Background: an optimization exercise with open tools, aiming at small area, a short achievable clock period and few clock cycles. Do not read the settings as production practice.
Where RTL was checked, it was by simulation tests only, not by an equivalence proof against the original.
For runs 3, 4 and 7, only the layout was checked, not whether the RTL still works.
Power figures rest on the tool's default switching activity, not on a simulated workload.

## flow/constraint.sdc

```tcl
create_clock -name core_clock -period 5.5 [get_ports {clk}]
set_input_delay 1.1000 -clock core_clock [delete_from_list [all_inputs] [get_ports {clk}]]
set_output_delay 1.1000 -clock core_clock [all_outputs]
set_load 0.01 [all_outputs]
```

## flow/flow/run.sh

```bash
#!/bin/bash
set -euo pipefail
echo 'export BUFFER_PORTS_ARGS = -buffer_cell sky130_fd_sc_hd__buf_1' >> config.mk
bash standard.sh > standard.log 2>&1
```

## flow/config.mk

```make
export PLATFORM = sky130hd
export DESIGN_NAME = sparse_fmap_loader
export DESIGN_NICKNAME = sparse_fmap_loader
export VERILOG_FILES = /design/flow/design.v
export SDC_FILE = /design/flow/constraint.sdc
export NUM_CORES = 4
export LEC_CHECK = 0
export CAP_MARGIN = 20
export CORE_MARGIN = 2
export CORE_UTILIZATION = 60
export CTS_CLUSTER_DIAMETER = 100
export CTS_CLUSTER_SIZE = 25
export SETUP_SLACK_MARGIN = 3.3
export SLEW_MARGIN = 20
export BUFFER_PORTS_ARGS = -buffer_cell sky130_fd_sc_hd__buf_1
```

## flow/design.v

```verilog
package fmap_pkg;
    localparam int PIXEL_W    = 16;
    localparam int MAP_W      = 16;
    localparam int SEG_PIXELS = 16;   
    localparam int MEM_ADDR_W = 32;
    localparam int MEM_DATA_W = 32;
    localparam int PX_ADDR_W  = 20;
    localparam int LEN_W      = 4;    
    typedef logic [PIXEL_W-1:0]    pixel_t;
    typedef logic [MEM_DATA_W-1:0] mem_word_t;
    typedef logic [MEM_ADDR_W-1:0] mem_addr_t;
    typedef logic [PX_ADDR_W-1:0]  px_addr_t;
    typedef logic [MAP_W-1:0]      sparsity_map_t;
    typedef logic [4:0] pop_count_t;
    typedef logic [8:0] dim_t;
    typedef logic [9:0] fmap_cnt_t;
endpackage
`timescale 1ns/100ps
module sparse_fmap_loader (
    input  logic                         clk,
    input  logic                         rst_n,
    input  logic                         start,
    input  fmap_pkg::mem_addr_t          cfg_read_addr,
    input  fmap_pkg::dim_t               cfg_width,
    input  fmap_pkg::dim_t               cfg_height,
    input  fmap_pkg::fmap_cnt_t          cfg_num_fmap,
    output logic                         mem_req,
    output fmap_pkg::mem_addr_t          mem_addr,
    output logic [fmap_pkg::LEN_W-1:0]   mem_len,
    input  logic                         mem_grant,
    input  fmap_pkg::mem_word_t          mem_din,
    input  logic                         mem_vld,
    input  logic                         mem_fin,
    output logic                         px_req,
    input  logic                         px_grant,
    output fmap_pkg::px_addr_t           px_addr,
    output logic                         px_wr_vld,
    output fmap_pkg::pixel_t             px_dout,
    output logic                         track_write,
    output fmap_pkg::px_addr_t           track_din,
    output logic                         busy,
    output logic                         done
);
    logic [4:0] cseg_m1;    
    logic [9:0] cfm_m1;     
    logic [4:0] fcol;       
    logic [9:0] ffm;        
    logic [8:0] frow;       
    logic       fcol_z;     
    logic       ffm_z;      
    logic       frow_z;     
    logic       f_last_row;
    logic       f_last_frame;
    assign f_last_row   = fcol_z && ffm_z;
    assign f_last_frame = f_last_row && frow_z;
    typedef enum logic [2:0] {I_IDLE, I_MAP, I_MWAIT, I_PIX, I_SLOT} istate_t;
    istate_t istate;
    logic    accept;
    logic    map_acc;
    logic    a_carry;    
    logic    map_in;     
    logic    map_zero;   
    logic        n_valid;    
    logic        n_have;     
    logic        n_wv;       
    logic        n_ready;    
    logic        n_lr;       
    logic        n_lf;       
    logic [15:0] n_map;
    logic [4:0]  n_w;
    logic [3:0]  n_len;
    logic        ret_pix;
    logic [31:0] wbuf [8];
    logic [7:0]  wq;         
    logic [7:0]  pq;         
    logic        hq;         
    logic [7:0]  pq_rot;
    logic        step_en;
    logic [11:0] nib;        
    logic [3:0]  pc_hi;      
    logic [3:0]  pc_lo;
    logic        map_in_q2;
    logic [4:0]  nib_sum;    
    logic        c2_q;       
    logic        n_wv_q;
    logic [3:0]  len_q;      
    logic        map_in_q;
    logic [3:0]  freec;
    logic        wr;
    logic        adv;
    logic        bursting;   
    logic        b_empty;
    logic [15:0] b_map;      
    logic        b_lr;
    logic        b_lf;
    logic [3:0]  beat;
    logic        half;       
    logic [4:0]  zleft;      
    logic        bit_set;
    logic        bit_d;      
    logic        last_beat;  
    logic        b_load;
    logic        move;
    logic        half_n;
    logic        can_pix;
    logic [15:0] seg_cnt;    
    logic [15:0] px_d;
    function automatic logic [2:0] ones4(input logic [3:0] n);
        ones4 = 3'(n[0]) + 3'(n[1]) + 3'(n[2]) + 3'(n[3]);
    endfunction
    assign nib_sum   = 5'(pc_hi) + 5'(pc_lo);
    assign len_q     = 4'((nib_sum + 5'd1) >> 1);
    assign accept    = mem_req && mem_grant;
    assign map_in    = mem_vld && !ret_pix;
    assign map_zero  = (mem_din[31:16] == 16'h0000);
    assign map_acc   = accept && (istate == I_MAP);
    assign wr        = mem_vld && ret_pix;
    assign b_empty   = !bursting && !px_req;
    assign bit_set   = b_map[15];
    assign b_load    = b_empty || last_beat;
    assign move      = (n_ready || (wr && mem_fin)) && b_load;
    assign half_n = bit_set ? ~half : half;
    assign adv    = bursting && ((bit_set && half) || (last_beat && half_n));
    assign pq_rot = {pq[6:0], pq[7]};
    assign step_en  = bursting || (px_req && px_grant);
    assign can_pix = ({1'b0, n_len} <= freec) || (bursting && c2_q && n_wv_q);
    always_comb begin
        px_d = 16'h0000;
        for (int i = 0; i < 8; i++) begin
            px_d = px_d | ({16{bit_d && pq[i] && !hq}} & wbuf[i][15:0])
                        | ({16{bit_d && pq[i] &&  hq}} & wbuf[i][31:16]);
        end
    end
    assign px_wr_vld = bursting;
    assign px_addr   = {seg_cnt, 4'b0000};
    assign track_din = {seg_cnt, 4'b0000};
    always_ff @(posedge clk) begin
        for (int i = 0; i < 8; i++) begin
            if (wr && wq[i]) wbuf[i] <= mem_din;
        end
        px_dout <= px_d;
        nib     <= {ones4(mem_din[31:28]), ones4(mem_din[27:24]),
                    ones4(mem_din[23:20]), ones4(mem_din[19:16])};
        pc_hi   <= 4'(nib[11:9]) + 4'(nib[8:6]);
        pc_lo   <= 4'(nib[5:3]) + 4'(nib[2:0]);
        c2_q    <= ({1'b0, zleft} + {2'b00, n_len} <= {1'b0, freec, half} + 6'd3);
        if (map_in_q2) begin
            n_w   <= nib_sum;
            n_len <= len_q;
        end
    end
    always_ff @(posedge clk) begin
        if (start) begin
            cseg_m1 <= 5'((cfg_width - 9'd1) >> 4);
            cfm_m1  <= cfg_num_fmap - 10'd1;
        end
        if (start) begin
            fcol   <= 5'((cfg_width - 9'd1) >> 4);
            ffm    <= cfg_num_fmap - 10'd1;
            frow   <= cfg_height - 9'd1;
            fcol_z <= (cfg_width <= 9'd16);
            ffm_z  <= (cfg_num_fmap == 10'd1);
            frow_z <= (cfg_height == 9'd1);
        end else if (map_acc) begin
            if (!fcol_z) begin
                fcol   <= fcol - 5'd1;
                fcol_z <= (fcol == 5'd1);
            end else begin
                fcol   <= cseg_m1;
                fcol_z <= (cseg_m1 == 5'd0);
                if (!ffm_z) begin
                    ffm   <= ffm - 10'd1;
                    ffm_z <= (ffm == 10'd1);
                end else begin
                    ffm    <= cfm_m1;
                    ffm_z  <= (cfm_m1 == 10'd0);
                    frow   <= frow - 9'd1;
                    frow_z <= (frow == 9'd1);
                end
            end
        end
        if (map_acc) begin
            n_lr <= f_last_row;
            n_lf <= f_last_frame;
        end
    end
    always_ff @(posedge clk or negedge rst_n) begin
        if (!rst_n) begin
            istate  <= I_IDLE;
            mem_req <= 1'b0;
        end else begin
            case (istate)
                I_IDLE: if (start) begin
                    mem_req <= 1'b1;
                    istate  <= I_MAP;
                end
                I_MAP: if (mem_grant) begin
                    mem_req <= 1'b0;
                    istate  <= I_MWAIT;
                end
                I_MWAIT: if (n_ready) begin
                    istate <= n_lf ? I_IDLE : I_SLOT;
                end else if ((map_in_q2 && (freec == 4'd8)) || (n_wv && can_pix)) begin
                    mem_req <= 1'b1;
                    istate  <= I_PIX;
                end
                I_PIX: if (mem_grant) begin
                    mem_req <= 1'b0;
                    istate  <= n_lf ? I_IDLE : I_SLOT;
                end
                I_SLOT: if (!n_valid || move) begin
                    mem_req <= 1'b1;
                    istate  <= I_MAP;
                end
                default: istate <= I_IDLE;
            endcase
        end
    end
    always_ff @(posedge clk) begin
        if (start && (istate == I_IDLE)) begin
            mem_addr <= cfg_read_addr;
            a_carry  <= 1'b0;
        end else begin
            if (accept) {a_carry, mem_addr[7:2]} <= {1'b0, mem_addr[7:2]} + {3'b000, mem_len};
            else a_carry <= 1'b0;
            if (a_carry) mem_addr[31:8] <= mem_addr[31:8] + 24'd1;
        end
        if (istate == I_MWAIT) mem_len <= map_in_q2 ? len_q : n_len;
        else if (istate != I_PIX) mem_len <= 4'd1;
    end
    always_ff @(posedge clk or negedge rst_n) begin
        if (!rst_n) begin
            n_valid <= 1'b0;
            n_have  <= 1'b0;
            n_wv    <= 1'b0;
            n_ready <= 1'b0;
            ret_pix <= 1'b0;
            map_in_q <= 1'b0;
            map_in_q2 <= 1'b0;
            n_wv_q   <= 1'b0;
        end else begin
            map_in_q  <= map_in;
            map_in_q2 <= map_in_q;
            n_wv      <= ((map_in_q2 && n_have) || n_wv) && !move;
            n_wv_q   <= n_wv && !move;
            if (map_acc) n_valid <= 1'b1;
            if (mem_vld) begin
                if (!ret_pix) begin
                    n_have  <= 1'b1;
                    n_ready <= map_zero;
                    ret_pix <= !map_zero;
                end else if (mem_fin) begin
                    n_ready <= 1'b1;
                    ret_pix <= 1'b0;
                end
            end
            if (move) begin
                n_valid <= 1'b0;
                n_have  <= 1'b0;
                n_ready <= 1'b0;
            end
        end
    end
    always_ff @(posedge clk) begin
        if (map_in) n_map <= mem_din[31:16];
    end
    always_ff @(posedge clk or negedge rst_n) begin
        if (!rst_n) begin
            wq    <= 8'd1;
            pq    <= 8'd1;
            hq    <= 1'b0;
            half  <= 1'b0;
            freec <= 4'd8;
        end else begin
            if (wr) wq <= {wq[6:0], wq[7]};
            if (last_beat) begin
                if (hq) pq <= pq_rot;
                hq <= 1'b0;
            end else if (step_en && bit_d) begin
                if (hq) pq <= pq_rot;
                hq <= !hq;
            end
            if (bursting) half <= half_n && !last_beat;
            if (wr && !adv) freec <= freec - 4'd1;
            else if (adv && !wr) freec <= freec + 4'd1;
        end
    end
    always_ff @(posedge clk) begin
        if (start) seg_cnt <= '0;
        else if (last_beat) seg_cnt <= seg_cnt + 16'd1;
        if (b_load) zleft <= 5'd16 - n_w;
        else if (bursting && !bit_set) zleft <= zleft - 5'd1;
        if (b_load) bit_d <= n_map[15];
        else if (px_req) bit_d <= px_grant ? b_map[14] : b_map[15];
        else bit_d <= b_map[13];
        if (b_load) begin
            b_map <= n_map;
            b_lr  <= n_lr;
            b_lf  <= n_lf;
        end else if (bursting) begin
            b_map <= {b_map[14:0], 1'b1};
        end
    end
    always_ff @(posedge clk or negedge rst_n) begin
        if (!rst_n) begin
            bursting    <= 1'b0;
            px_req      <= 1'b0;
            beat        <= '0;
            last_beat   <= 1'b0;
            track_write <= 1'b0;
            done        <= 1'b0;
            busy        <= 1'b0;
        end else begin
            track_write <= last_beat && b_lr;
            done        <= last_beat && b_lf;
            if (start) busy <= 1'b1;
            else if (done) busy <= 1'b0;
            if (bursting) beat <= beat + 4'd1;
            last_beat <= bursting && (beat == 4'd14);
            if (px_req && px_grant) begin
                px_req   <= 1'b0;
                bursting <= 1'b1;
            end
            if (last_beat) bursting <= 1'b0;
            if (move) px_req <= 1'b1;
        end
    end
endmodule
```

## flow/standard.sh

```bash
#!/bin/bash
# synth_recipe.tcl (not shown) runs the flow's synth.tcl, then flattens the netlist and writes it again
# the make line also repeats each setting of config.mk as NAME=value (left out here)
make -C /OpenROAD-flow-scripts/flow DESIGN_CONFIG=/design/flow/config.mk WORK_HOME=/design/flow/orfs CLKGATE_MAP_FILE= SYNTH_SCRIPT=/design/flow/synth_recipe.tcl "${@:-finish}"
```

==> impl_metrics.csv, run 1 <==
group,metric,value,unit
floorplanning,die_w,189,um
finish,fin_nets,1896,
routing,vias,12743,
min_path,hold_class,"reg -> reg",
routing,dr_wl_met3,2330,um
critical_path,cp_slowest_cell,"edfxtp_1",
floorplanning,die_area,35700,sq um
outcome,status,"complete, no violations",
grt,grt_overflow_total,0,
cts,hold_buffers,0,
grt,antenna_found_initial,0,
critical_path,crit_buf_inv,1,
grt,grt_pass1_wl,67400,um
pwr,power.density,417,nW/um^2
floorplanning,top_level_ports,197,
finish,area_growth,12.7,%
timing,holdWs,355,ps
placement,dp_slack,2290,ps
critical_path,critPathKind,"reg -> out",
yosys,synth_compound_area_share,10.0,%
grt,grt_pass1_vias,12326,
floorplanning,core-area,33600,sq um
timing,clock_skew,24.0,ps
yosys,synth_edf_count,380,
placement,portBuffers,188,
yosys,ys_types,75,
floorplanning,core.rowCount,67,
grt,grt_usage,24.0,%
critical_path,critPathTopFamily,"flip-flops",
finish,fillers,2454,
cts,clockRootBuffer,"clkbuf_16",
routing,wire_per_inst,19.9,um
yosys,synth_top_family_by_area,"compound AO/OA/AOI/OAI gates",
timing,rsz0062_at_grt,"true",
critical_path,worstPathCellList,"clkbuf_2",
cts,cts_sinks,483,
placement,placed_area,21600,sq um
yosys,synthArstFlopShare,9.11,%
finish,fin_area,23100,sq um
yosys,synth.area.mux_share,1.99,%
yosys,avgSynthCellArea,13.6,sq um
routing,wl_met1,18800,um
timing,period_minus_slack,2250,ps
finish,drive_above_1_share,16.9,%
critical_path,crit_path_max_incr_delay,440,ps
timing,worstMarginPinSlew,1030,ps
timing,fin_crit_sh,40.9,%
floorplanning,die_y,189,um
grt,grt_max_degree,58,
placement,gp_congestion,0.799,
yosys,synth_warnings,2,
cts,path_clk_slew,100,ps
routing,routed_wl,43600,um
routing,firstDrtPassIters,7,
routing,dr_wl_met2,21700,um
critical_path,critical_path_depth,1,
timing,hold_viol,0,
critical_path,crit_required,4400,ps
timing,slew_headroom,31.3,%
routing,drt_iter0_drc,875,
pwr,ir_drop,0.368,mV
critical_path,reg2reg_depth,9,
yosys,synthSimpleGateAreaFrac,8.81,%
yosys,synth_fa_ha_area_share,4.75,%
critical_path,start_kind,"flip-flop",
yosys,ys_ff_latch,483,
cts,cts_tree,"done",
timing,fin_setup_tns,0,ps
finish,instances_no_fill,2190,
cts,cts_buffer_depth,3,
flow_run,max_cap_violations,0,
critical_path,cp_max_fo,2,
yosys,synth-seq-area-share,66.7,%
critical_path,end_kind,"primary output",
min_path,min_path_cells,0,
timing,finalSetupViolations,0,
finish,n_antenna_cell,0,
routing,detail-route-antenna-nets,0,
yosys,ys.flop_type,"edfxtp_1",
pwr,leakagePower,8.52,nW
placement,post-dp-hpwl,26100,um
critical_path,crit_arrival,1150,ps
timing,finalWorstSetupSlack,3250,ps
placement,placed_cells,2076,
routing,via_per_inst,5.82,
routing,maxUsedRoutingLayer,"met4",
cts,worstSkewPairLatency,570,ps
yosys,synthesis.area,20500,sq um
cts,cts_buffers,23,
routing,drc_errors,0,
yosys,synthXorXnorAreaFrac,4.22,%
cts,htree_levels,1,
floorplanning,initial_core_util,61.1,%
yosys,synthCells,1512,
timing,slew_viol_final,0,
timing,clock.fmax,0.445,GHz
cells in the mapped netlist (6+ instances only):
cell        n  area, sq um
nor4_1     11         68.8
mux2_2     23          259
buf_1       6         22.5
nor2_1     76          285
and4_1      6         52.6
a222oi_1   19          190
a22o_1     12          105
dfrtp_1    41         1030
nand2_1   107          402
xnor2_1    49          429
nor3_1     22          110
mux2_1      8         90.1
nand3_1    39          195
nand2b_1   11         68.8
a21o_1     27          203
and3_1     18          113
o31ai_1     7         52.6
clkbuf_1   53          199
o21ai_1    22          110
nor2b_1    11         68.8
mux2i_1     6         60.1
o21a_1     10         75.1
nand4_1    20          125
fa_1       10          200
buf_4      25          188
edfxtp_1  380        11400
ha_1       62          776
a221oi_1   22          193
a211oi_1    7         52.6
a31oi_1    17          106
o21ai_0    34          170
a22oi_1    48          360
xor2_1     48          420
inv_1      73          274
a21oi_1    52          260
dfxtp_1    59         1180
placed cells by master, fill, tap and decap left out, types with 25 or more instances in the layout:
master    instances
edfxtp_1        380
buf_1           112
nand2_1         104
buf_4            82
nor2_1           74
inv_1            71
ha_1             54
xnor2_1          49
xor2_1           48
a22oi_1          48
a21oi_1          47
dfxtp_1          43
nand3_1          39
clkbuf_2         38
o21ai_0          32
buf_2            31
dfrtp_1          30
a21o_1           25
metal layers:
layer,vias to the layer above,global-route usage [%]
li1,6035,-
met1,6273,33.2
met2,389,41.6
met3,46,2.50
met4,0,4.90
met5,-,0
flip-flops by register name (all words and copies together) (netlist names), 8 cells and up:
signal / flops
b_map: 16
cfm_m1: 10
ffm: 10
frow: 9
mem_addr: 32
n_map: 16
nib: 12
pq: 8
px_dout: 16
seg_cnt: 16
wbuf: 256
wq: 8
worst paths after layout:
| check | slack [ps] | startpoint | to |
|---|---|---|---|
| setup / recovery | 3250 | mem_addr[30]$_DFFE_PP_ | mem_addr[30] |
| hold / removal | 360 | map_in_q$_DFF_PN0_ | map_in_q2$_DFF_PN0_ |
| setup reg to reg | 3320 | zleft[0]$_DFFE_PP_ | c2_q$_DFF_P_ |
| hold reg to reg | 360 | map_in_q$_DFF_PN0_ | map_in_q2$_DFF_PN0_ |
| max in group asynchronous | 4420 | rst_n | bursting$_DFFE_PN0P_ |
| min in group asynchronous | 630 | rst_n | wq[7]$_DFFE_PN0P_ |
cells by family after synthesis:
kind of cell | after synthesis
AO/OA/AOI/OAI | 299
XOR/XNOR | 98
adder cells (fa/ha/maj) | 72
buffers and inverters | 164
flip-flops | 483
multiplexers | 37
other | 1
AND/OR/NAND/NOR | 358
cell type report:
class,instances,area (sq um),area share (%)
Multi-Input combinational cell,872,6370,27.5
Tap cell,448,561,2.42
Inverter,75,292,1.26
Timing Repair Buffer,270,1460,6.31
Clock buffer,40,661,2.86
Sequential cell,483,13800,59.5
Clock inverter,2,36.3,0.157
power breakdown:
group,internal (mW),total (mW),leakage [nW],switching (mW)
clock network,0.840,1.95,0.331,1.11
registers,4.51,4.82,4.54,0.305
logic,1.31,2.89,3.65,1.58
total,6.67,9.66,8.52,2.99
metrics by stage:
step	util (%)	total power, mW
5_1_grt	68.8	10.2
6_report	68.8	9.66
2_1_floorplan	-	6.70
4_1_cts	67.6	9.53
3_3_place_gp	64.2	7.35
3_5_place_dp	64.2	7.42
repair_timing:
action                     in CTS  in global routing
resized for setup              73                 69
pin swaps                       2                 16
setup buffers                  40                 32
setup endpoints to repair     424                115
hold endpoints to repair        0                  0
Testbench counts, summed over its fixed seeds: cycles 40,856.
==> run 2: changes to the inputs <==
--- a/flow/config.mk
+++ b/flow/config.mk
@@ -9,3 +9,3 @@
 export CORE_MARGIN = 2
-export CORE_UTILIZATION = 60
+export CORE_UTILIZATION = 75
 export CTS_CLUSTER_DIAMETER = 100
==> impl_metrics.csv, run 2 <==
group,metric,value,unit
critical_path,critPathKind,"reg -> out",
floorplanning,core-area,27000,sq um
pwr,leakagePower,8.48,nW
timing,rsz0062_at_grt,"true",
cts,path_clk_slew,100,ps
critical_path,start_kind,"flip-flop",
floorplanning,top_level_ports,197,
min_path,hold_class,"reg -> reg",
critical_path,crit_buf_inv,1,
routing,routed_wl,44600,um
critical_path,end_kind,"primary output",
grt,antenna_found_initial,1,
finish,drive_above_1_share,16.1,%
floorplanning,die_w,169,um
pwr,power.density,420,nW/um^2
finish,final_cell_mix,"380 x edfxtp_1, 109 x buf_1, 104 x nand2_1, 76 x buf_4, 74 x nor2_1",
routing,via_per_inst,6.38,
floorplanning,die_area,28700,sq um
timing,slew_viol_final,0,
routing,detail-route-antenna-nets,0,
yosys,ys_ff_latch,483,
critical_path,worstPathCellList,"clkbuf_2",
flow_run,max_cap_violations,0,
finish,instances_no_fill,2077,
cts,worstSkewPairLatency,560,ps
finish,layout_commonest_cell,"edfxtp_1",
cts,cts_tree,"done",
routing,wire_per_inst,21.4,um
grt,grt_overflow_total,0,
finish,reg_top3,"wbuf (256), mem_addr (32)",
placement,placed_cells,1974,
grt,grt_usage,30.3,%
yosys,synth_area_leader_cell,"edfxtp_1",
grt,grt_max_degree,59,
yosys,ys.flop_type,"edfxtp_1",
finish,regMostFlops,"wbuf",
yosys,synthArstFlopShare,9.11,%
timing,period_minus_slack,2250,ps
grt,grt_pass1_vias,12909,
floorplanning,die_y,169,um
floorplanning,core.rowCount,60,
finish,fin_nets,1889,
critical_path,cp_slowest_cell,"edfxtp_1",
timing,fin_crit_sh,40.9,%
yosys,ys_types,75,
yosys,synth_common_cells,"380 x edfxtp_1, 107 x nand2_1, 76 x nor2_1",
cts,hold_buffers,0,
critical_path,cp_max_fo,4,
routing,firstDrtPassIters,6,
yosys,synth-seq-area-share,66.7,%
outcome,status,"complete, no violations",
timing,finalSetupViolations,0,
timing,slew_headroom,32.6,%
yosys,synth_most_common_cell,"edfxtp_1",
timing,clock.fmax,0.445,GHz
routing,drc_errors,0,
yosys,synthesis.area,20500,sq um
routing,drt_iter0_drc,1630,
timing,worstMarginPinSlew,1010,ps
timing,clock_skew,21.1,ps
critical_path,crit_required,4400,ps
yosys,synth_warnings,2,
grt,grt_pass1_wl,67300,um
placement,post-dp-hpwl,26000,um
yosys,synth.top_cell.area_share,55.6,%
cts,cts_buffers,23,
critical_path,critPathTopFamily,"flip-flops",
floorplanning,initial_core_util,76.2,%
pwr,ir_drop,0.314,mV
yosys,synth.area.top_cells,"edfxtp_1 56%, dfxtp_1 5.8%, dfrtp_1 5.0%",
routing,vias,13248,
timing,hold_viol,0,
placement,gp_congestion,0.816,
finish,area_growth,11.6,%
critical_path,crit_path_max_incr_delay,450,ps
yosys,synthCells,1512,
yosys,avgSynthCellArea,13.6,sq um
yosys,synth_edf_count,380,
cts,htree_levels,1,
cts,cts_sinks,483,
cts,cts_buffer_depth,3,
cts,clockRootBuffer,"clkbuf_16",
critical_path,crit_arrival,1150,ps
timing,fin_setup_tns,0,ps
finish,largest_reg_flops,256,
placement,portBuffers,188,
[run 2: cell counts after synthesis]
Identical to the previous run, type by type.
[run 2: worst paths after layout]
kind / from / endpoint / slack [ps] / cells past startpoint
worst min-delay path: map_in_q$_DFF_PN0_ / map_in_q2$_DFF_PN0_ / 370 / 0
max in group asynchronous: rst_n / hq$_DFFE_PN0N_ / 4440 / 2
min in group asynchronous: rst_n / beat[1]$_DFFE_PN0P_ / 610 / 2
worst max-delay path: mem_addr[18]$_DFFE_PP_ / mem_addr[18] / 3250 / 1
worst min register to register: map_in_q$_DFF_PN0_ / map_in_q2$_DFF_PN0_ / 370 / 0
worst max register to register: zleft[0]$_DFFE_PP_ / c2_q$_DFF_P_ / 3310 / 9
[run 2: repair_timing]
| action | CTS | global route |
|---|---|---|
| gates resized for setup | 60 | 82 |
| buffers inserted | 35 | 25 |
| endpoints found under the setup margin | 421 | 122 |
| pin swaps | 2 | 7 |
[run 2: cell type report]
type / instances / area [sq um]
Clock buffer: 40 / 639
Antenna cell: 1 / 2.50
Fill cell: 1398 / 4050
Timing Repair Buffer: 263 / 1410
Multi-Input combinational cell: 872 / 6350
Tap cell: 341 / 427
Clock inverter: 2 / 28.8
Sequential cell: 483 / 13800
Inverter: 75 / 292
[run 2: stage by stage]
stage          setup WS (ps)  total power, mW  instance area, sq um  hold WS [ps]  util [%]
5_1_grt                 3220             10.1                 22900           374      85.0
3_3_place_gp            2350             7.30                 21500           333      79.8
2_1_floorplan           2880             6.70                 20700           331         -
4_1_cts                 3220             9.42                 22500           373      83.6
6_report                3250             9.62                 22900           370      85.0
3_5_place_dp            2330             7.42                 21500           351      79.8
[run 2: metal layers]
metal,track usage (%),vias up,wire length [um]
li1,-,6027,-
met4,11.2,0,1400
met3,3.94,117,3560
met1,40.2,6439,16800
met5,0,-,0
met2,52.2,665,22800
[run 2: kinds of logic (layout without fill, tap and decap cells)]
group	after synthesis	after routing	share of synthesized area, %
xor gates and xnor gates	98	98	4.22
DFF	483	483	66.7
adders and majority gates	72	72	4.75
and+or+nand+nor	358	358	8.81
muxes	37	37	1.99
buffers and inverters	164	380	3.49
other	1	9	0.0183
AOI/OAI and AO/OA	299	299	10.0
[run 2: where the power goes]
part | switching (mW) | internal (mW) | total, mW
sequential | 0.320 | 4.51 | 4.84
combinational | 1.61 | 1.28 | 2.89
clock | 1.08 | 0.812 | 1.89
==> run 3: changes to the inputs <==
--- a/flow/design.v
+++ b/flow/design.v
@@ -133,3 +133,2 @@
     end
-    assign px_wr_vld = bursting;
     assign px_addr   = {seg_cnt, 4'b0000};
@@ -306,2 +305,3 @@
             bursting    <= 1'b0;
+            px_wr_vld   <= 1'b0;
             px_req      <= 1'b0;
@@ -324,2 +324,3 @@
             if (last_beat) bursting <= 1'b0;
+            px_wr_vld <= (px_req && px_grant) || (px_wr_vld && (beat != 4'd15));
             if (move) px_req <= 1'b1;
--- a/flow/config.mk
+++ b/flow/config.mk
@@ -9,3 +9,3 @@
 export CORE_MARGIN = 2
-export CORE_UTILIZATION = 75
+export CORE_UTILIZATION = 60
 export CTS_CLUSTER_DIAMETER = 100
==> impl_metrics.csv, run 3 <==
group,metric,value,unit
outcome,status,"complete, no violations",
grt,grt_max_degree,53,
routing,wire_per_inst,20.7,um
grt,grt_overflow_total,0,
timing,fin_crit_sh,42.3,%
yosys,avgSynthCellArea,13.7,sq um
floorplanning,die_area,35800,sq um
timing,period_minus_slack,2330,ps
timing,worstMarginPinSlew,1060,ps
finish,final_cell_mix,"380 x edfxtp_1, 105 x buf_1, 101 x nand2_1, 79 x buf_4, 67 x inv_1",
cts,cts_buffer_depth,3,
grt,grt_usage,25.2,%
cts,clockRootBuffer,"clkbuf_16",
min_path,hold_class,"reg -> reg",
yosys,synthesis.area,20600,sq um
floorplanning,core.rowCount,67,
finish,layout_commonest_cell,"edfxtp_1",
yosys,synthArstFlopShare,9.30,%
timing,rsz0062_at_grt,"true",
yosys,synth_warnings,2,
critical_path,end_kind,"flip-flop",
routing,drc_errors,0,
timing,slew_viol_final,0,
finish,largest_reg_flops,256,
routing,via_per_inst,5.82,
routing,firstDrtPassIters,6,
yosys,synthCells,1500,
yosys,synth_most_common_cell,"edfxtp_1",
timing,hold_viol,0,
grt,antenna_found_initial,0,
critical_path,worstPathCellList,"ha_4, fa_2, a21o_1, a21oi_2, xnor2_1, ha_1, nand2_2, buf_6, o22a_1, o31ai_2",
cts,cts_tree,"done",
yosys,synth-seq-area-share,66.8,%
timing,holdWs,357,ps
finish,reg_top3,"wbuf (256), mem_addr (32)",
finish,regMostFlops,"wbuf",
critical_path,start_kind,"flip-flop",
cts,cts_buffers,23,
floorplanning,top_level_ports,197,
timing,clock_skew,13.7,ps
critical_path,cp_max_fo,2,
cts,htree_levels,1,
floorplanning,initial_core_util,61.1,%
pwr,power.density,424,nW/um^2
floorplanning,core-area,33600,sq um
critical_path,crit_arrival,2790,ps
floorplanning,die_y,189,um
timing,slew_headroom,29.6,%
placement,post-dp-hpwl,27000,um
finish,fillers,2417,
critical_path,critPathKind,"reg -> reg",
yosys,synth_common_cells,"380 x edfxtp_1, 104 x nand2_1, 70 x inv_1, 70 x nor2_1, 62 x ha_1",
cts,worstSkewPairLatency,560,ps
routing,detail-route-antenna-nets,0,
placement,portBuffers,188,
grt,grt_pass1_wl,69900,um
critical_path,crit_path_max_incr_delay,470,ps
placement,gp_congestion,0.779,
yosys,ys.flop_type,"edfxtp_1",
yosys,synth.top_cell.area_share,55.5,%
finish,fin_nets,1887,
routing,drt_iter0_drc,1069,
routing,routed_wl,45200,um
pwr,leakagePower,8.63,nW
pwr,ir_drop,0.331,mV
flow_run,max_cap_violations,0,
timing,finalSetupViolations,0,
finish,area_growth,13.3,%
critical_path,r2r_slack,3170,ps
yosys,synth_edf_count,380,
yosys,ys_types,74,
floorplanning,die_w,189,um
yosys,synth.area.top_cells,"edfxtp_1 56%, dfxtp_1 5.7%, dfrtp_1 5.1%",
critical_path,crit_required,5960,ps
cts,cts_sinks,484,
grt,grt_pass1_vias,12629,
yosys,ys_ff_latch,484,
cts,path_clk_slew,100,ps
yosys,synth_area_leader_cell,"edfxtp_1",
critical_path,cp_slowest_cell,"edfxtp_1",
finish,n_antenna_cell,0,
timing,fin_setup_tns,0,ps
finish,drive_above_1_share,18.4,%
routing,vias,12696,
timing,clock.fmax,0.430,GHz
-- run 3: cell count changes in the layout (fill, tap and decap cells not counted), sizes merged, moves of 7 or more --
| cell | delta |
|---|---|
| o21a | -7 |
| clkbuf | -12 |
| a31oi | -9 |
| a21oi | -8 |
| and3 | +7 |
| a22o | +13 |
| nand4 | +7 |
| buf | +19 |
| o21ai | +8 |
| a22oi | -18 |
-- run 3: area by class of cell --
| cell class | instances | area (sq um) | area share (%) |
|---|---|---|---|
| clock buffers | 39 | 636 | 2.73 |
| clock inverters | 3 | 28.8 | 0.124 |
| multi-input cells | 866 | 6480 | 27.8 |
| flip-flops and latches | 484 | 13800 | 59.1 |
| repair buffers | 271 | 1550 | 6.64 |
| well taps | 448 | 561 | 2.41 |
| inverters | 70 | 265 | 1.14 |
-- run 3: final timing paths --
kind,startpoint,cells after the start,end
setup / recovery,zleft[0]$_DFFE_PP_,10,c2_q$_DFF_P_
hold / removal,map_in_q$_DFF_PN0_,0,map_in_q2$_DFF_PN0_
setup reg to reg,zleft[0]$_DFFE_PP_,10,c2_q$_DFF_P_
hold reg to reg,map_in_q$_DFF_PN0_,0,map_in_q2$_DFF_PN0_
max in group asynchronous,rst_n,2,pq[3]$_DFFE_PN0P_
min in group asynchronous,rst_n,2,map_in_q2$_DFF_PN0_
-- run 3: worst max-delay path, delay by kind of cell, from the launching register on --
family          cells  cell delay (ps)
xor+xnor            1               90
buf+inv             1              120
fa+ha+maj           3              870
compound gates      4              610
simple gates        1               80
flops               1              470
-- run 3: layer usage --
metal,share of wire (%),global-route usage [%]
met2,48,41.4
met3,6.3,3.54
met1,44,36.0
met4,1.9,5.77
met5,0,0
-- run 3: per-stage QoR --
stage                     setup WS, ps  total power, mW  util (%)  area (sq um)  instances
after floorplan                   3070             6.72         -         20800       1507
after global placement            1990             7.42      64.5         21700       2071
after detailed placement          1880             7.50      64.5         21700       2071
after CTS                         3180             9.66      68.1         22900       2161
after global routing              3080             10.5      69.3         23300       2181
final                             3170             9.87      69.3         23300       2181
-- run 3: cell families (layout without fill, tap and decap cells) --
family / count (synthesis) / after routing / share of synthesized area (%)
flip-flops: 484 / 484 / 66.8
AND/OR/NAND/NOR: 364 / 365 / 9.09
AO/OA/AOI/OAI: 286 / 286 / 9.80
buffers and inverters: 158 / 383 / 3.42
XOR/XNOR: 98 / 98 / 4.18
adder cells (fa/ha/maj): 72 / 72 / 4.75
multiplexers: 37 / 37 / 1.98
other: 1 / 8 / 0.0182
-- run 3: power by group --
part	internal [mW]	switching, mW
logic	1.39	1.65
registers	4.54	0.373
clock network	0.807	1.11
-- run 3: what timing repair did --
| action | 4_1_cts | 5_1_grt |
|---|---|---|
| resized for setup | 102 | 72 |
| setup endpoints to repair | 447 | 114 |
| setup buffers | 47 | 20 |
| hold buffers | 0 | 0 |
| pin swaps | 12 | 17 |
| cloned | 1 | 0 |
==> run 4: changes to the inputs <==
--- a/flow/config.mk
+++ b/flow/config.mk
@@ -12,3 +12,3 @@
 export CTS_CLUSTER_SIZE = 25
-export SETUP_SLACK_MARGIN = 3.3
+export SETUP_SLACK_MARGIN = 3.5
 export SLEW_MARGIN = 20
==> impl_metrics.csv, run 4 <==
group,metric,value,unit
floorplanning,die_area,35800,sq um
pwr,ir_drop,0.295,mV
floorplanning,die_y,189,um
finish,final_cell_mix,"380 x edfxtp_1, 99 x nand2_1, 95 x buf_1, 93 x buf_4, 66 x nor2_1",
critical_path,crit_arrival,1180,ps
routing,drc_errors,0,
finish,drive_above_1_share,22.8,%
yosys,synthArstFlopShare,9.30,%
critical_path,crit_buf_inv,1,
critical_path,crit_path_max_incr_delay,450,ps
timing,fin_setup_tns,0,ps
yosys,synth_area_leader_cell,"edfxtp_1",
timing,finalSetupViolations,0,
finish,reg_top3,"wbuf (256), mem_addr (32)",
timing,slew_headroom,43.9,%
timing,clock.fmax,0.439,GHz
yosys,ys.flop_type,"edfxtp_1",
grt,grt_pass1_wl,70900,um
timing,rsz0062_at_grt,"true",
critical_path,cp_max_fo,2,
yosys,avgSynthCellArea,13.7,sq um
finish,largest_reg_flops,256,
floorplanning,core-area,33600,sq um
finish,regMostFlops,"wbuf",
yosys,synthCells,1500,
placement,gp_congestion,0.810,
cts,worstSkewPairLatency,570,ps
grt,grt_usage,25.3,%
pwr,power.density,424,nW/um^2
timing,finalWorstSetupSlack,3220,ps
pwr,leakagePower,8.87,nW
finish,n_antenna_cell,0,
yosys,synth_common_cells,"380 x edfxtp_1, 104 x nand2_1, 70 x inv_1, 70 x nor2_1, 62 x ha_1",
finish,layout_commonest_cell,"edfxtp_1",
finish,instances_no_fill,2206,
yosys,ys_ff_latch,484,
routing,wire_per_inst,21.0,um
critical_path,worstPathCellList,"buf_1",
routing,firstDrtPassIters,8,
critical_path,critPathTopFamily,"flip-flops",
cts,cts_buffers,23,
timing,period_minus_slack,2280,ps
critical_path,critPathKind,"reg -> out",
cts,cts_sinks,484,
finish,area_growth,17.5,%
placement,portBuffers,188,
grt,grt_pass1_vias,12899,
routing,drt_iter0_drc,1144,
critical_path,crit_required,4400,ps
finish,fin_area,24100,sq um
yosys,synth_edf_count,380,
timing,fin_crit_sh,41.4,%
timing,slew_viol_final,0,
grt,grt_max_degree,85,
flow_run,max_cap_violations,0,
outcome,status,"complete, no violations",
yosys,synth.area.top_cells,"edfxtp_1 56%, dfxtp_1 5.7%, dfrtp_1 5.1%",
critical_path,end_kind,"primary output",
yosys,ys_types,74,
placement,dp_slack,2030,ps
floorplanning,core.rowCount,67,
yosys,synth_warnings,2,
cts,hold_buffers,0,
min_path,hold_class,"reg -> reg",
cts,cts_tree,"done",
yosys,synth_most_common_cell,"edfxtp_1",
placement,placed_cells,2073,
routing,detail-route-antenna-nets,0,
cts,path_clk_slew,100,ps
placement,post-dp-hpwl,27300,um
routing,routed_wl,46400,um
grt,grt_overflow_total,0,
floorplanning,top_level_ports,197,
yosys,synthesis.area,20600,sq um
finish,fillers,2326,
finish,fin_nets,1912,
cts,htree_levels,1,
floorplanning,initial_core_util,61.1,%
floorplanning,die_w,189,um
critical_path,cp_slowest_cell,"edfxtp_1",
cts,clockRootBuffer,"clkbuf_16",
placement,placed_area,21900,sq um
cts,cts_buffer_depth,3,
timing,clock_skew,20.6,ps
grt,antenna_found_initial,1,
routing,via_per_inst,5.92,
critical_path,start_kind,"flip-flop",
timing,worstMarginPinSlew,841,ps
timing,hold_viol,0,
yosys,synth.top_cell.area_share,55.5,%
yosys,synth-seq-area-share,66.8,%
routing,vias,13070,
finish,post-route-util,71.8,%
## run 4: changes by cell type in the layout (fill, tap and decap cells not counted), moves of 6 or more
cell,change
o21ai_0,-7
and3_4,+7
dfxtp_1,-6
ha_1,-7
buf_1,-10
buf_4,+14
buf_2,-11
inv_1,-10
ha_4,+7
o21ai_1,+7
clkbuf_2,-7
and3_2,-6
buf_6,+36
## run 4: layer usage
layer	share of wire, %	vias up	GRT usage, %
met2	48	456	42.5
met1	43	6476	35.9
li1	-	6075	-
met5	0.028	-	0
met3	6.6	61	3.39
met4	1.7	2	5.17
## run 4: path summary, 6_finish.rpt
kind	slack, ps	end	from	cells after the start
worst max-delay path	3220	mem_len[0]	mem_len[0]$_SDFFCE_PN1P_	1
worst min-delay path	370	map_in_q2$_DFF_PN0_	map_in_q$_DFF_PN0_	0
worst max register to register	3270	c2_q$_DFF_P_	zleft[0]$_DFFE_PP_	10
worst min register to register	370	map_in_q2$_DFF_PN0_	map_in_q$_DFF_PN0_	0
max in group asynchronous	4400	pq[5]$_DFFE_PN0P_	rst_n	2
min in group asynchronous	630	wq[7]$_DFFE_PN0P_	rst_n	2
## run 4: repair_timing
item	in CTS	in global routing
setup endpoints to repair	474	140
gates resized for setup	163	85
buffers inserted	65	22
cloned	3	1
pin swaps	28	33
## run 4: cells by family (layout without fill, tap and decap cells)
kind of cell / Yosys count / count (layout) / share of synthesized area [%]
adders and majority gates: 72 / 72 / 4.75
buffers and inverters: 158 / 407 / 3.42
DFF: 484 / 484 / 66.8
AOI/OAI and AO/OA: 286 / 286 / 9.80
xor gates and xnor gates: 98 / 98 / 4.18
and+or+nand+nor: 364 / 366 / 9.09
other: 1 / 8 / 0.0182
muxes: 37 / 37 / 1.98
## run 4: report_power, final
| group | switching (mW) | leakage, nW | internal (mW) |
|---|---|---|---|
| clock | 1.12 | 0.323 | 0.812 |
| sequential | 0.382 | 4.55 | 4.54 |
| combinational | 1.76 | 4.00 | 1.63 |
| total | 3.26 | 8.87 | 6.98 |
## run 4: cell type report
class	instances	area [sq um]	share of cell area, %
sequential	484	13800	57.2
multi-input combinational	867	6820	28.2
timing repair buffer	294	1970	8.16
clock buffer	39	636	2.63
tap	448	561	2.32
inverter	70	317	1.31
clock inverter	3	41.3	0.171
timing repair inverter	1	7.51	0.0311
## run 4: metrics by stage
| stage | power [mW] | hold WS [ps] |
|---|---|---|
| final | 10.2 | 366 |
| after global routing | 10.8 | 378 |
| after global placement | 7.47 | 346 |
| after CTS | 9.91 | 371 |
| after detailed placement | 7.56 | 349 |
| after floorplan | 6.82 | 331 |
==> run 5: changes to the inputs <==
--- a/flow/design.v
+++ b/flow/design.v
@@ -69,3 +69,3 @@
     logic [15:0] n_map;
-    logic [4:0]  n_w;
+    logic        n_odd;      
     logic [3:0]  n_len;
@@ -83,4 +83,2 @@
     logic [4:0]  nib_sum;    
-    logic        c2_q;       
-    logic        n_wv_q;
     logic [3:0]  len_q;      
@@ -97,3 +95,3 @@
     logic        half;       
-    logic [4:0]  zleft;      
+    logic        b_odd;      
     logic        bit_set;
@@ -125,3 +123,4 @@
     assign step_en  = bursting || (px_req && px_grant);
-    assign can_pix = ({1'b0, n_len} <= freec) || (bursting && c2_q && n_wv_q);
+    assign can_pix = ({1'b0, n_len} <= freec) ||
+                     (bursting && ({1'b0, n_len} + {4'd0, b_odd} <= {1'b0, beat} + 5'd3));
     always_comb begin
@@ -133,2 +132,3 @@
     end
+    assign px_wr_vld = bursting;
     assign px_addr   = {seg_cnt, 4'b0000};
@@ -144,5 +144,4 @@
         pc_lo   <= 4'(nib[5:3]) + 4'(nib[2:0]);
-        c2_q    <= ({1'b0, zleft} + {2'b00, n_len} <= {1'b0, freec, half} + 6'd3);
         if (map_in_q2) begin
-            n_w   <= nib_sum;
+            n_odd <= nib_sum[0];
             n_len <= len_q;
@@ -238,3 +237,2 @@
             map_in_q2 <= 1'b0;
-            n_wv_q   <= 1'b0;
         end else begin
@@ -243,3 +241,2 @@
             n_wv      <= ((map_in_q2 && n_have) || n_wv) && !move;
-            n_wv_q   <= n_wv && !move;
             if (map_acc) n_valid <= 1'b1;
@@ -289,4 +286,3 @@
         else if (last_beat) seg_cnt <= seg_cnt + 16'd1;
-        if (b_load) zleft <= 5'd16 - n_w;
-        else if (bursting && !bit_set) zleft <= zleft - 5'd1;
+        if (b_load) b_odd <= n_odd;
         if (b_load) bit_d <= n_map[15];
@@ -305,3 +301,2 @@
             bursting    <= 1'b0;
-            px_wr_vld   <= 1'b0;
             px_req      <= 1'b0;
@@ -324,3 +319,2 @@
             if (last_beat) bursting <= 1'b0;
-            px_wr_vld <= (px_req && px_grant) || (px_wr_vld && (beat != 4'd15));
             if (move) px_req <= 1'b1;
--- a/flow/config.mk
+++ b/flow/config.mk
@@ -9,6 +9,6 @@
 export CORE_MARGIN = 2
-export CORE_UTILIZATION = 60
+export CORE_UTILIZATION = 75
 export CTS_CLUSTER_DIAMETER = 100
 export CTS_CLUSTER_SIZE = 25
-export SETUP_SLACK_MARGIN = 3.5
+export SETUP_SLACK_MARGIN = 3.3
 export SLEW_MARGIN = 20
==> impl_metrics.csv, run 5 <==
group,metric,value,unit
outcome,status,"complete, no violations",
floorplanning,die_area,27800,sq um
cts,cts_tree,"done",
finish,post-route-util,86.0,%
floorplanning,die_y,167,um
timing,fin_crit_sh,41.7,%
yosys,synth_most_common_cell,"edfxtp_1",
critical_path,end_kind,"primary output",
timing,period_minus_slack,2290,ps
critical_path,crit_path_max_incr_delay,480,ps
finish,layout_commonest_cell,"edfxtp_1",
grt,grt_usage,30.0,%
pwr,finalPower,9.09,mW
pwr,cell_internal_pwr,6.33,mW
critical_path,worstPathCellList,"buf_6",
cts,clockRootBuffer,"clkbuf_16",
timing,finalSetupViolations,0,
yosys,synth_area_leader_cell,"edfxtp_1",
finish,regMostFlops,"wbuf",
timing,rsz0062_at_grt,"true",
yosys,ys.flop_type,"edfxtp_1",
timing,slew_viol_final,0,
pwr,seq_power_share,51.7,%
timing,finalWorstSetupSlack,3210,ps
timing,slew_headroom,30.2,%
cts,cts_sinks,473,
timing,clock.fmax,0.436,GHz
pwr,power.density,406,nW/um^2
floorplanning,top_level_ports,197,
finish,n_antenna_cell,0,
finish,fin_nets,1810,
pwr,clock_power_share,20.3,%
finish,area_growth,12.7,%
timing,holdWs,359,ps
grt,grt_max_degree,87,
routing,via_per_inst,6.35,
pwr,leakagePower,8.27,nW
critical_path,start_kind,"flip-flop",
yosys,avgSynthCellArea,13.9,sq um
flow_run,max_cap_violations,0,
cts,worstSkewPairLatency,570,ps
routing,vias,12671,
finish,final_cell_mix,"372 x edfxtp_1, 106 x buf_1, 92 x nand2_1, 84 x buf_4",
routing,drc_errors,0,
yosys,synthCells,1427,
floorplanning,core.rowCount,59,
yosys,synth_warnings,2,
yosys,synth.area.top_cells,"edfxtp_1 56%, dfxtp_1 5.8%, dfrtp_1 5.0%",
finish,reg_top3,"wbuf (256), mem_addr (32)",
yosys,synth_edf_count,372,
critical_path,crit_buf_inv,1,
floorplanning,core-area,26100,sq um
finish,drive_above_1_share,19.2,%
yosys,synth.top_cell.area_share,56.2,%
routing,drt_iter0_drc,1382,
grt,grt_pass1_vias,12559,
pwr,ir_drop,0.446,mV
yosys,synth_common_cells,"372 x edfxtp_1, 95 x nand2_1, 61 x nor2_1, 61 x o21ai_0, 60 x inv_1",
cts,path_clk_slew,100,ps
placement,gp_congestion,0.801,
grt,grt_pass1_wl,65600,um
critical_path,crit_arrival,1190,ps
cts,cts_buffers,22,
finish,instances_no_fill,1996,
min_path,hold_class,"reg -> reg",
cts,hold_buffers,0,
floorplanning,die_w,167,um
floorplanning,initial_core_util,76.3,%
cts,htree_levels,1,
yosys,synthesis.area,19900,sq um
critical_path,critPathTopFamily,"flip-flops",
placement,placed_area,20800,sq um
placement,portBuffers,188,
yosys,ys_types,64,
critical_path,critPathKind,"reg -> out",
pwr,swShare,30.4,%
finish,largest_reg_flops,256,
yosys,synthArstFlopShare,9.09,%
routing,routed_wl,44000,um
yosys,synth-seq-area-share,67.5,%
timing,hold_viol,0,
critical_path,crit_required,4400,ps
critical_path,cp_slowest_cell,"dfrtp_2",
pwr,p_switching,2.76,mW
timing,worstMarginPinSlew,1050,ps
timing,clock_skew,30.4,ps
pwr,combPwrFrac,28.0,%
placement,dp_slack,2490,ps
routing,detail-route-antenna-nets,0,
yosys,ys_ff_latch,473,
finish,fillers,1227,
grt,antenna_found_initial,0,
critical_path,cp_max_fo,8,
routing,firstDrtPassIters,5,
timing,fin_setup_tns,0,ps
finish,fin_area,22400,sq um
cts,cts_buffer_depth,3,
routing,wire_per_inst,22.1,um
grt,grt_overflow_total,0,
placement,post-dp-hpwl,25400,um
placement,placed_cells,1880,
==> run 5: changes by cell type in the layout (fill, tap and decap cells not counted), moves of 9 or more <==
cell,change
a22oi_1,+15
clkbuf_2,+20
ha_4,-9
buf_1,+11
buf_6,-42
buf_4,-9
==> run 5: final cells by class <==
cell class,instances,area [sq um],share of cell area [%]
clock inverter,1,30.0,0.134
sequential,473,13500,60.1
inverter,60,228,1.02
tap,335,419,1.87
multi-input combinational,815,6130,27.4
timing repair buffer,273,1500,6.69
clock buffer,39,624,2.79
==> run 5: worst paths after layout <==
path,start,to,slack [ps],depth (start not counted)
min,map_in_q$_DFF_PN0_,map_in_q2$_DFF_PN0_,360,0
max in group asynchronous,rst_n,pq[4]$_DFFE_PN0P_,4420,2
max reg2reg,mem_addr[2]$_DFFE_PP_,mem_addr[7]$_DFFE_PP_,3330,8
max,bursting$_DFFE_PN0P_,px_wr_vld,3210,1
min in group asynchronous,rst_n,wq[5]$_DFFE_PN0P_,600,2
min reg2reg,map_in_q$_DFF_PN0_,map_in_q2$_DFF_PN0_,360,0
==> run 5: cell families after synthesis <==
family                     Yosys count  synth area share (%)
and+or+nand+nor                    338                  8.84
buffers and inverters              146                  3.30
other                                1                0.0189
adders and majority gates           66                  4.49
muxes                               46                  2.54
AOI/OAI and AO/OA                  268                  9.42
xor gates and xnor gates            89                  3.92
DFF                                473                  67.5
==> run 5: power groups by stage <==
stage	clock network (mW)	registers [mW]	logic [mW]
4_1_cts	1.85	4.68	2.29
5_1_grt	1.98	4.74	2.78
3_3_place_gp	0	4.80	1.90
6_report	1.85	4.70	2.54
3_5_place_dp	0	4.82	2.00
2_1_floorplan	0	4.74	1.45
==> run 5: layer usage <==
metal / vias to the layer above / GRT usage (%) / wire [um]
met4: 0 / 9.97 / 1190
met3: 85 / 3.59 / 3230
met5: - / 0 / 0
met1: 6224 / 39.8 / 16800
met2: 610 / 52.6 / 22800
li1: 5752 / - / -
==> run 5: worst register-to-register path: stages, from the launching register on <==
cell and delay, ps:
edfxtp_1 450, buf_4 160, buf_4 120, ha_1 210, a21o_1 170, a21oi_1 230, nor2b_1 120, or4b_1 500
nand3_1 100
==> run 5: timing repair <==
action	4_1_cts	5_1_grt
hold endpoints to repair	0	0
resized for setup	69	87
cloned	0	0
pin swaps	10	10
endpoints found under the setup margin	357	124
setup buffers	37	39
Testbench counts of run 5, summed over its fixed seeds: cycles 40,504.
==> run 6: changes to the inputs <==
--- a/flow/config.mk
+++ b/flow/config.mk
@@ -9,3 +9,3 @@
 export CORE_MARGIN = 2
-export CORE_UTILIZATION = 75
+export CORE_UTILIZATION = 60
 export CTS_CLUSTER_DIAMETER = 100
==> impl_metrics.csv, run 6 <==
group,metric,value,unit
outcome,status,"complete, no violations",
timing,finalSetupViolations,0,
pwr,leakagePower,8.19,nW
grt,grt_overflow_total,0,
critical_path,crit_buf_inv,1,
yosys,ys.flop_type,"edfxtp_1",
grt,grt_pass1_wl,64200,um
finish,fillers,2313,
timing,holdWs,365,ps
cts,cts_tree,"done",
min_path,min_path_cells,0,
timing,clock.fmax,0.446,GHz
grt,grt_max_degree,67,
pwr,seq_power_share,52.3,%
cts,htree_levels,1,
finish,reg_top3,"wbuf (256), mem_addr (32)",
routing,via_per_inst,5.81,
pwr,p_switching,2.65,mW
yosys,synth_area_leader_cell,"edfxtp_1",
timing,slew_viol_final,0,
cts,cts_buffers,22,
finish,regMostFlops,"wbuf",
pwr,finalPower,8.95,mW
floorplanning,die_y,186,um
cts,clockRootBuffer,"clkbuf_16",
critical_path,r2r_slack,3360,ps
routing,drt_iter0_drc,949,
timing,worstMarginPinSlew,998,ps
yosys,ys_types,64,
routing,vias,12130,
finish,drive_above_1_share,18.2,%
routing,wire_per_inst,20.0,um
critical_path,start_kind,"flip-flop",
timing,rsz0062_at_grt,"true",
cts,path_clk_slew,100,ps
critical_path,worstReg2RegStart,"b_odd$_DFFE_PN_",
pwr,ir_drop,0.366,mV
yosys,synth_common_cells,"372 x edfxtp_1, 95 x nand2_1, 61 x nor2_1, 61 x o21ai_0, 60 x inv_1",
grt,grt_pass1_vias,11744,
placement,portBuffers,188,
finish,final_cell_mix,"372 x edfxtp_1, 107 x buf_1, 92 x nand2_1, 67 x buf_4",
pwr,clock_power_share,20.7,%
yosys,synthCells,1427,
floorplanning,core.rowCount,66,
pwr,cell_internal_pwr,6.29,mW
timing,fin_crit_sh,40.8,%
placement,placed_area,21000,sq um
floorplanning,top_level_ports,197,
cts,worstSkewPairLatency,540,ps
timing,hold_viol,0,
finish,largest_reg_flops,256,
min_path,min_from,"map_in_q$_DFF_PN0_",
floorplanning,die_area,34600,sq um
finish,area_growth,12.9,%
cts,cts_buffer_depth,3,
yosys,ys_ff_latch,473,
yosys,synth_edf_count,372,
timing,clock_skew,15.4,ps
routing,routed_wl,41800,um
critical_path,crit_required,4400,ps
critical_path,regToRegEndpoint,"mem_req$_DFFE_PN0P_",
yosys,avgSynthCellArea,13.9,sq um
floorplanning,die_w,186,um
routing,firstDrtPassIters,5,
critical_path,crit_arrival,1140,ps
critical_path,critPathTopFamily,"flip-flops",
critical_path,worstPathCellList,"buf_2",
yosys,synth.area.top_cells,"edfxtp_1 56%, dfxtp_1 5.8%, dfrtp_1 5.0%",
finish,n_antenna_cell,0,
placement,placed_cells,1990,
routing,drc_errors,0,
critical_path,cp_slowest_cell,"edfxtp_1",
critical_path,end_kind,"primary output",
placement,gp_congestion,0.797,
critical_path,crit_path_max_incr_delay,440,ps
placement,post-dp-hpwl,25100,um
yosys,synth.top_cell.area_share,56.2,%
grt,grt_usage,24.2,%
finish,instances_no_fill,2089,
grt,antenna_found_initial,2,
floorplanning,core-area,32600,sq um
critical_path,cp_max_fo,2,
finish,fin_area,22400,sq um
yosys,synth-seq-area-share,67.5,%
timing,period_minus_slack,2240,ps
routing,detail-route-antenna-nets,0,
critical_path,reg2reg_depth,9,
yosys,synth_most_common_cell,"edfxtp_1",
pwr,swShare,29.6,%
pwr,combPwrFrac,26.9,%
pwr,power.density,399,nW/um^2
floorplanning,initial_core_util,60.9,%
timing,slew_headroom,33.4,%
min_path,hold_end,"map_in_q2$_DFF_PN0_",
yosys,synthArstFlopShare,9.09,%
min_path,hold_class,"reg -> reg",
yosys,synth_warnings,2,
finish,layout_commonest_cell,"edfxtp_1",
critical_path,critPathKind,"reg -> out",
cts,cts_sinks,473,
finish,fin_nets,1796,
yosys,synthesis.area,19900,sq um
timing,fin_setup_tns,0,ps
flow_run,max_cap_violations,0,
==> run 6: per-stage QoR <==
step,util [%],worst slack [ps]
floorplan,-,3050
global placement,64.3,2350
detailed placement,64.3,2330
CTS,67.7,3240
global route,68.8,3160
finish,68.8,3260
==> run 6: how the worst max path moves through the flow <==
stage,startpoint,to,slack (ps),cells past startpoint
3_3_place_gp,start,mem_addr[26]$_DFFE_PP_,2350,5
6_report,mem_len[1]$_SDFFCE_PN0P_,mem_len[1],3260,1
5_1_grt,b_odd$_DFFE_PN_,mem_req$_DFFE_PN0P_,3160,9
4_1_cts,bursting$_DFFE_PN0P_,px_wr_vld,3240,1
2_1_floorplan,start,mem_addr[10]$_DFFE_PP_,3050,4
3_5_place_dp,start,mem_addr[25]$_DFFE_PP_,2330,5
==> run 6: routing by layer <==
layer	track usage, %	vias up	share of wire [%]
met5	0	-	0.065
met2	42.8	365	50
met4	5.80	4	2.0
met1	32.1	5961	42
li1	-	5737	-
met3	2.95	63	6.1
==> run 6: what timing repair did <==
action | 4_1_cts | 5_1_grt
setup endpoints to repair | 429 | 207
gates resized for setup | 72 | 89
pin swaps | 8 | 9
setup buffers | 40 | 18
hold buffers | 0 | 0
gates cloned | 1 | 0
==> run 6: kinds of logic after synthesis <==
kind of cell,count (synthesis),share of synthesized area (%)
AO/OA/AOI/OAI,268,9.42
AND/OR/NAND/NOR,338,8.84
other,1,0.0189
XOR/XNOR,89,3.92
buffers and inverters,146,3.30
adder cells (fa/ha/maj),66,4.49
flip-flops,473,67.5
multiplexers,46,2.54
==> run 6: final cells by class <==
| type | count | area [sq um] | area share (%) |
|---|---|---|---|
| inverter | 60 | 228 | 1.01 |
| sequential | 473 | 13500 | 60.0 |
| clock buffer | 40 | 649 | 2.89 |
| multi-input combinational | 816 | 6150 | 27.4 |
| tap | 442 | 553 | 2.46 |
| timing repair buffer | 258 | 1390 | 6.21 |
==> run 6: power by group through the flow <==
stage	Clock [mW]	Sequential [mW]	Combinational (mW)
global route	2.01	4.74	2.70
finish	1.86	4.68	2.41
detailed placement	0	4.83	2.00
CTS	1.90	4.67	2.31
floorplan	0	4.74	1.45
global placement	0	4.81	1.94
==> run 7: changes to the inputs <==
--- a/flow/design.v
+++ b/flow/design.v
@@ -63,3 +63,2 @@
     logic        n_valid;    
-    logic        n_have;     
     logic        n_wv;       
@@ -94,3 +93,2 @@
     logic [3:0]  beat;
-    logic        half;       
     logic        b_odd;      
@@ -101,3 +99,2 @@
     logic        move;
-    logic        half_n;
     logic        can_pix;
@@ -119,4 +116,3 @@
     assign move      = (n_ready || (wr && mem_fin)) && b_load;
-    assign half_n = bit_set ? ~half : half;
-    assign adv    = bursting && ((bit_set && half) || (last_beat && half_n));
+    assign adv    = bursting && ((bit_set && !hq) || (last_beat && hq));
     assign pq_rot = {pq[6:0], pq[7]};
@@ -231,3 +227,2 @@
             n_valid <= 1'b0;
-            n_have  <= 1'b0;
             n_wv    <= 1'b0;
@@ -240,3 +235,3 @@
             map_in_q2 <= map_in_q;
-            n_wv      <= ((map_in_q2 && n_have) || n_wv) && !move;
+            n_wv      <= ((map_in_q2 && n_valid) || n_wv) && !move;
             if (map_acc) n_valid <= 1'b1;
@@ -244,3 +239,2 @@
                 if (!ret_pix) begin
-                    n_have  <= 1'b1;
                     n_ready <= map_zero;
@@ -254,3 +248,2 @@
                 n_valid <= 1'b0;
-                n_have  <= 1'b0;
                 n_ready <= 1'b0;
@@ -267,3 +260,2 @@
             hq    <= 1'b0;
-            half  <= 1'b0;
             freec <= 4'd8;
@@ -278,3 +270,2 @@
             end
-            if (bursting) half <= half_n && !last_beat;
             if (wr && !adv) freec <= freec - 4'd1;
==> impl_metrics.csv, run 7 <==
group,metric,value,unit
outcome,status,"complete, no violations",
grt,grt_overflow_total,0,
finish,fin_nets,1825,
routing,routed_wl,43000,um
critical_path,crit_required,4400,ps
grt,grt_usage,24.6,%
routing,drt_iter0_drc,950,
finish,largest_reg_flops,256,
finish,final_cell_mix,"372 x edfxtp_1, 140 x nand2_1, 100 x buf_1, 73 x buf_4, 65 x a22oi_1",
timing,clock_skew,23.1,ps
routing,via_per_inst,5.81,
placement,dp_slack,2120,ps
yosys,synth_edf_count,372,
grt,grt_pass1_wl,64700,um
critical_path,critPathTopFamily,"flip-flops",
pwr,finalPower,8.97,mW
placement,placed_area,20900,sq um
yosys,synthCells,1451,
floorplanning,die_area,34500,sq um
timing,worstMarginPinSlew,1030,ps
min_path,hold_class,"reg -> reg",
finish,regMostFlops,"wbuf",
routing,wire_per_inst,20.3,um
critical_path,worstReg2RegStart,"b_odd$_DFFE_PN_",
yosys,synth_most_common_cell,"edfxtp_1",
cts,cts_buffers,22,
yosys,synthArstFlopShare,8.70,%
floorplanning,die_w,186,um
yosys,synthesis.area,19800,sq um
critical_path,critPathKind,"reg -> out",
critical_path,worstPathCellList,"clkbuf_2",
pwr,power.density,399,nW/um^2
floorplanning,top_level_ports,197,
cts,path_clk_slew,100,ps
finish,fin_area,22500,sq um
yosys,synth_warnings,2,
pwr,ir_drop,0.283,mV
cts,cts_sinks,471,
routing,drc_errors,0,
grt,grt_pass1_vias,11693,
routing,firstDrtPassIters,5,
floorplanning,die_y,186,um
critical_path,cp_slowest_cell,"edfxtp_1",
timing,fin_crit_sh,41.6,%
grt,grt_max_degree,67,
pwr,leakagePower,8.33,nW
yosys,synth.area.top_cells,"edfxtp_1 56%, dfxtp_1 5.9%, dfrtp_1 4.8%",
cts,worstSkewPairLatency,560,ps
timing,finalWorstSetupSlack,3210,ps
timing,period_minus_slack,2290,ps
placement,gp_congestion,0.775,
floorplanning,core-area,32500,sq um
yosys,synth-seq-area-share,67.4,%
timing,clock.fmax,0.437,GHz
timing,hold_viol,0,
critical_path,crit_arrival,1190,ps
finish,area_growth,13.3,%
finish,n_antenna_cell,0,
min_path,min_from,"map_in_q$_DFF_PN0_",
yosys,ys.flop_type,"edfxtp_1",
critical_path,startpoint,"mem_len[0]$_SDFFCE_PN1P_",
timing,finalSetupViolations,0,
timing,slew_headroom,31.1,%
placement,portBuffers,188,
timing,holdWs,376,ps
yosys,avgSynthCellArea,13.7,sq um
grt,antenna_found_initial,0,
finish,reg_top3,"wbuf (256), mem_addr (32)",
critical_path,crit_path_max_incr_delay,480,ps
floorplanning,initial_core_util,60.9,%
critical_path,cp_max_fo,2,
floorplanning,core.rowCount,66,
finish,fillers,2355,
critical_path,crit_buf_inv,1,
critical_path,start_kind,"flip-flop",
cts,htree_levels,1,
yosys,synth_common_cells,"372 x edfxtp_1, 142 x nand2_1, 65 x a22oi_1",
cts,cts_buffer_depth,3,
routing,detail-route-antenna-nets,0,
timing,fin_setup_tns,0,ps
cts,hold_buffers,0,
routing,vias,12319,
yosys,synth.top_cell.area_share,56.3,%
critical_path,end_kind,"primary output",
finish,drive_above_1_share,17.5,%
cts,clockRootBuffer,"clkbuf_16",
timing,rsz0062_at_grt,"true",
yosys,ys_types,74,
cts,cts_tree,"done",
timing,slew_viol_final,0,
flow_run,max_cap_violations,0,
yosys,ys_ff_latch,471,
finish,layout_commonest_cell,"edfxtp_1",
yosys,synth_area_leader_cell,"edfxtp_1",
placement,post-dp-hpwl,25400,um
-- run 7: final cells by class --
class	count	area (sq um)	area share, %
inverter	62	238	1.06
timing repair buffer	264	1550	6.90
tap	442	553	2.46
multi-input combinational	840	6050	26.9
sequential	471	13400	59.7
clock buffer	40	661	2.94
-- run 7: repair_timing --
item                                   in CTS  in global routing
setup buffers                              38                 25
endpoints found under the hold margin       0                  0
pin swaps                                   4                  8
cloned                                      1                  1
resized for setup                          76                109
setup endpoints to repair                 457                244
-- run 7: routing by layer --
| metal | share of wire [%] | vias to the layer above | GRT usage [%] | routed length (um) |
|---|---|---|---|---|
| li1 | - | 5805 | - | - |
| met1 | 43 | 6078 | 33.2 | 18400 |
| met2 | 49 | 385 | 42.6 | 21000 |
| met3 | 5.8 | 51 | 2.88 | 2510 |
| met4 | 2.4 | 0 | 6.39 | 1020 |
| met5 | 0 | - | 0 | 0 |
-- run 7: cell families (layout without fill, tap and decap cells) --
group	after synthesis	count (layout)	share of synthesized area, %
DFF	471	471	67.4
and+or+nand+nor	356	357	8.80
AOI/OAI and AO/OA	278	278	9.73
buffers and inverters	148	366	3.36
xor gates and xnor gates	90	90	4.01
adders and majority gates	65	65	4.44
muxes	42	42	2.26
other	1	8	0.0189
-- run 7: final timing paths --
check,slack [ps],cells past startpoint,to
min reg2reg,380,0,map_in_q2$_DFF_PN0_
max in group asynchronous,4470,2,bursting$_DFFE_PN0P_
min,380,0,map_in_q2$_DFF_PN0_
max,3210,1,mem_len[0]
min in group asynchronous,620,2,pq[3]$_DFFE_PN0P_
max reg2reg,3340,9,istate[0]$_DFFE_PN0P_
-- run 7: power by group --
part	internal, mW	total [mW]	leakage (nW)	switching [mW]
Combinational	1.08	2.45	3.58	1.37
Sequential	4.36	4.65	4.43	0.298
Clock	0.823	1.86	0.315	1.04
-- run 7: per-stage QoR --
stage / util [%] / instances
3_5_place_dp: 64.2 / 2014
5_1_grt: 69.1 / 2119
6_report: 69.1 / 2119
2_1_floorplan: - / 1458
4_1_cts: 67.6 / 2093
3_3_place_gp: 64.2 / 2014

## what the ideal ports hide
In the flow no input, the clock included, has a driving cell. The finished layouts below were timed again as built, in two steps. Step 1, drivers: a clkbuf_16 drives clk and a buf_2 each remaining input, both assumed. Step 2 moves the port delays by t, midway between the first and last clock arrival at a register: inputs arrive t later, outputs are due t later. That takes back most of the time a late clock gives input paths. a / b / c = no drivers / after step 1 / after step 2; a / b = the first two.
run	t (ns)	setup slack, ns	worst hold slack (ns)	latest minus earliest clock arrival (ns)	cell pins on the clock port's net
run 1	0.610	3.251 / 3.200 / 2.720	0.355 / 0.355 / 0.355	0.028 / 0.028	1
run 2	0.599	3.253 / 3.199 / 2.716	0.370 / 0.370 / 0.370	0.024 / 0.025	1
run 3	0.611	3.174 / 3.154 / 2.716	0.357 / 0.357 / 0.357	0.018 / 0.018	1
run 4	0.611	3.220 / 3.165 / 2.880	0.366 / 0.366 / 0.366	0.023 / 0.022	1
run 5	0.611	3.207 / 3.156 / 2.730	0.359 / 0.359 / 0.359	0.032 / 0.032	1
run 6	0.590	3.255 / 3.202 / 2.768	0.365 / 0.365 / 0.365	0.020 / 0.020	1
run 7	0.597	3.210 / 3.156 / 2.732	0.376 / 0.376 / 0.376	0.024 / 0.024	1
After both steps every run listed still meets setup and hold. For run 2, which loses most, drivers alone change the setup slack by -0.054 ns; drivers and shift together by -0.537 ns.
